Context: an optimization exercise on an open-source flow, tuned for small area, a short achievable clock period and few clock cycles per item. The choices shown serve that exercise and are no tape-out recipe. In this exercise RTL edits were held to simulation tests only and were not proved equivalent to the original.

== lane 2 ==
==> module radial_light_blob_renderer, before the edit <==
module radial_light_blob_renderer #(
    parameter int          K     = 4,
    parameter int          DEPTH = 22,
    parameter logic [14:0] SQM   = 15'h3EAA,
    parameter logic [8:0]  P1M   = 9'h1AA,
    parameter logic [7:0]  P2M   = 8'hAA,
    parameter bit          MSP   = 1'b1
) (
    input  logic        aclk,
    input  logic        aresetn,
    input  logic        s_valid,
    output logic        s_ready,
    input  logic [89:0] s_data,
    output logic        m_valid,
    input  logic        m_ready,
    output logic [35:0] m_data,
    input  logic        cfg_valid,
    output logic        cfg_ready,
    input  logic [2:0]  cfg_index,
    input  logic [7:0]  cfg_data
);
    logic [6:0]        panel_rows, panel_cols;
    logic [4:0]        light_count;
    logic [7:0]        radius;
    logic signed [7:0] col_min, col_max, row_min, row_max;
    assign cfg_ready = 1'b1;
    always_ff @(posedge aclk) begin
        if (!aresetn) begin
            panel_rows  <= 7'd12;
            panel_cols  <= 7'd16;
            light_count <= 5'd0;
            radius      <= 8'd13;
            col_min     <= -8'sd3;
            col_max     <= 8'sd16;
            row_min     <= -8'sd3;
            row_max     <= 8'sd12;
        end else if (cfg_valid) begin
            case (cfg_index)
                3'd0: panel_rows  <= cfg_data[6:0];
                3'd1: panel_cols  <= cfg_data[6:0];
                3'd2: light_count <= cfg_data[4:0];
                3'd3: radius      <= cfg_data;
                3'd4: col_min     <= cfg_data;
                3'd5: col_max     <= cfg_data;
                3'd6: row_min     <= cfg_data;
                default: row_max  <= cfg_data;
            endcase
        end
    end
    logic [6:0]  rows_eff, cols_eff;
    logic [4:0]  n_eff, ncyc;
    logic [14:0] r100;
    logic [12:0] d25;
    logic        any_light;
    logic signed [17:0] cmin, cmax, rmin, rmax;
    always_ff @(posedge aclk) begin
        rows_eff  <= (panel_rows > 7'd64) ? 7'd64 : panel_rows;
        cols_eff  <= (panel_cols > 7'd64) ? 7'd64 : panel_cols;
        n_eff     <= (light_count > 5'd16) ? 5'd16 : light_count;
        ncyc      <= ((light_count > 5'd16 ? 5'd16 : light_count) + 5'(K - 1)) / 5'(K);
        r100      <= 15'(radius) * 15'd100;
        d25       <= 13'(radius) * 13'd25;
        any_light <= (light_count != 5'd0);
        cmin      <= 18'(col_min) * 18'sd100;
        cmax      <= 18'(col_max) * 18'sd100;
        rmin      <= 18'(row_min) * 18'sd100;
        rmax      <= 18'(row_max) * 18'sd100;
    end
    logic        h_valid, h_pop, h_kept;
    logic [89:0] h_data;
    logic [12:0] pidx;
    logic        credit, alloc, res_we;
    logic [23:0] res_rgb;
    rlbr_front u_front (
        .aclk    (aclk),
        .aresetn (aresetn),
        .s_valid (s_valid),
        .s_ready (s_ready),
        .s_data  (s_data),
        .h_valid (h_valid),
        .h_data  (h_data),
        .h_pop   (h_pop)
    );
    assign h_kept = (7'(h_data[11:6]) < rows_eff) && (7'(h_data[5:0]) < cols_eff) && any_light;
    assign pidx   = 13'(h_data[11:6]) * 13'(cols_eff) + 13'(cols_eff) - 13'd1 - 13'(h_data[5:0]);
    rlbr_back #(
        .K   (K),
        .SQM (SQM),
        .P1M (P1M),
        .P2M (P2M),
        .MSP (MSP)
    ) u_back (
        .aclk    (aclk),
        .aresetn (aresetn),
        .n_eff   (n_eff),
        .ncyc    (ncyc),
        .r100    (r100),
        .d25     (d25),
        .cmin    (cmin),
        .cmax    (cmax),
        .rmin    (rmin),
        .rmax    (rmax),
        .h_valid (h_valid),
        .h_data  (h_data),
        .h_kept  (h_kept),
        .h_pop   (h_pop),
        .credit  (credit),
        .alloc   (alloc),
        .res_we  (res_we),
        .res_rgb (res_rgb)
    );
    rlbr_fifo #(
        .DEPTH (DEPTH)
    ) u_fifo (
        .aclk      (aclk),
        .aresetn   (aresetn),
        .alloc     (alloc),
        .alloc_idx (pidx[11:0]),
        .credit    (credit),
        .res_we    (res_we),
        .res_rgb   (res_rgb),
        .m_valid   (m_valid),
        .m_ready   (m_ready),
        .m_data    (m_data)
    );
endmodule
Settings: LEC_CHECK=0, ABC_CLOCK_PERIOD_IN_PS=4000, CAP_MARGIN=20, CORE_MARGIN=2, CORE_UTILIZATION=45, SLEW_MARGIN=20; clock period 16.0 ns.
standard.sh (not shown) runs the stock make flow with config.mk's settings and CLKGATE_MAP_FILE= SYNTH_SCRIPT=/design/flow/synth_recipe.tcl, a recipe that flattens the netlist after the stock synthesis.
==> flow/flow/run.sh <==
#!/bin/bash
# The standard layout (standard.sh: ORFS synthesis to finish, unchanged
# scripts, the design's constraint file and 16 ns clock), with one change:
# repair_timing, run by ORFS after floorplan, CTS and global routing, aims
# for a setup slack of 10.5 ns instead of 0, i.e. it keeps sizing and
# buffering paths longer than about 5.5 ns. Synthesis is not affected.
# Its full output goes to standard.log here; ORFS's per-step logs are under
# orfs/logs/.
set -euo pipefail
export SETUP_SLACK_MARGIN=10.5
bash standard.sh > standard.log 2>&1
Testbench counts of lane 2, summed over its fixed seeds: cycles 5,048, pixels 1,764.
Setup changes, lane 2 to lane 4
--- a/flow/design.v
+++ b/flow/design.v
@@ -1042,17 +1042,17 @@
     assign mv_col = s10_cp[15:0];
     assign mv_hd  = s10_hs[8:0];
 endmodule
 `timescale 1ns / 1ps
 module radial_light_blob_renderer #(
     parameter int          K     = 4,
-    parameter int          DEPTH = 22,
-    parameter logic [14:0] SQM   = 15'h3EAA,
+    parameter int          DEPTH = 20,
+    parameter logic [14:0] SQM   = 15'h3E92,
     parameter logic [8:0]  P1M   = 9'h1AA,
     parameter logic [7:0]  P2M   = 8'hAA,
-    parameter bit          MSP   = 1'b1
+    parameter bit          MSP   = 1'b0
 ) (
     input  logic        aclk,
     input  logic        aresetn,
     input  logic        s_valid,
     output logic        s_ready,
     input  logic [89:0] s_data,
Notes after the runs:
- Lane 4 finished every stage and its layout cleared the timing, DRC and antenna checks.
- Against lane 2, first-pass GRT wire length in lane 4 fell by a few percent.
- Between lane 2 and lane 4, share of synthesized area occupied by flip-flops and latches decreased.
- Lane 4 — sum of buffers and inverters on the critical path 2 higher, lane 2 as reference
- Lane 4 vs lane 2, number of instances in the synthesized netlist went down by about 2%.
- Lane 4 has hold slack below what lane 2 had.
- Relative to lane 2, the final cell area reported for lane 4 is lower.
- Sort lane 2 and lane 4 by post-detailed-placement cell area, ascending, and lane 4 comes first.
- Lower cell area after synthesis goes to lane 4 over lane 2.
- Lane 4 reports its critical path's slowest cell as fa_1 while lane 2 reports a211o_4.
- Maximum clock rate delta (lane 4 − lane 2): favourable
- Of the two candidates, lane 2 has the worse slack of the worst reg-to-reg path and lane 4 the better one.
- Between lane 2 and lane 4, critical path depth is higher for lane 2, lane 4 comes in under that.
- The worst-case setup margin in the final layout of lane 4 is higher than that of lane 2.
Testbench counts of lane 4, summed over its fixed seeds: cycles 5,044, pixels 1,764.

==> what the ideal ports hide <==
The flow's constraints put no driver on any port. The routed layouts listed below were extracted and timed again, unchanged, in two steps.
Step 1: set_driving_cell puts a clkbuf_16 on aclk and a buf_2 on each other input, an assumption about the parent block.
Step 2 adds t to the input delays and takes it off the output delays; t is the mean of the earliest and latest rising clock arrival at the registers after step 1. Input paths then give back, and output paths get back, about the clock's delay inside the block.
a / b / c = ideal ports / drivers / drivers and shift; a / b = the first two.
run | t, ns | setup slack, ns | worst slew at a driven data input, ns | cell pins on the clock port's net
lane 2 | 1.290 | 10.582 / 10.563 / 9.813 | 0.39 | 1
lane 4 | 1.247 | 10.634 / 10.519 / 9.914 | 0.28 | 1
After both steps every run listed still meets setup and hold. For lane 2, which loses most, drivers alone change the setup slack by -0.019 ns; drivers and shift together by -0.769 ns.
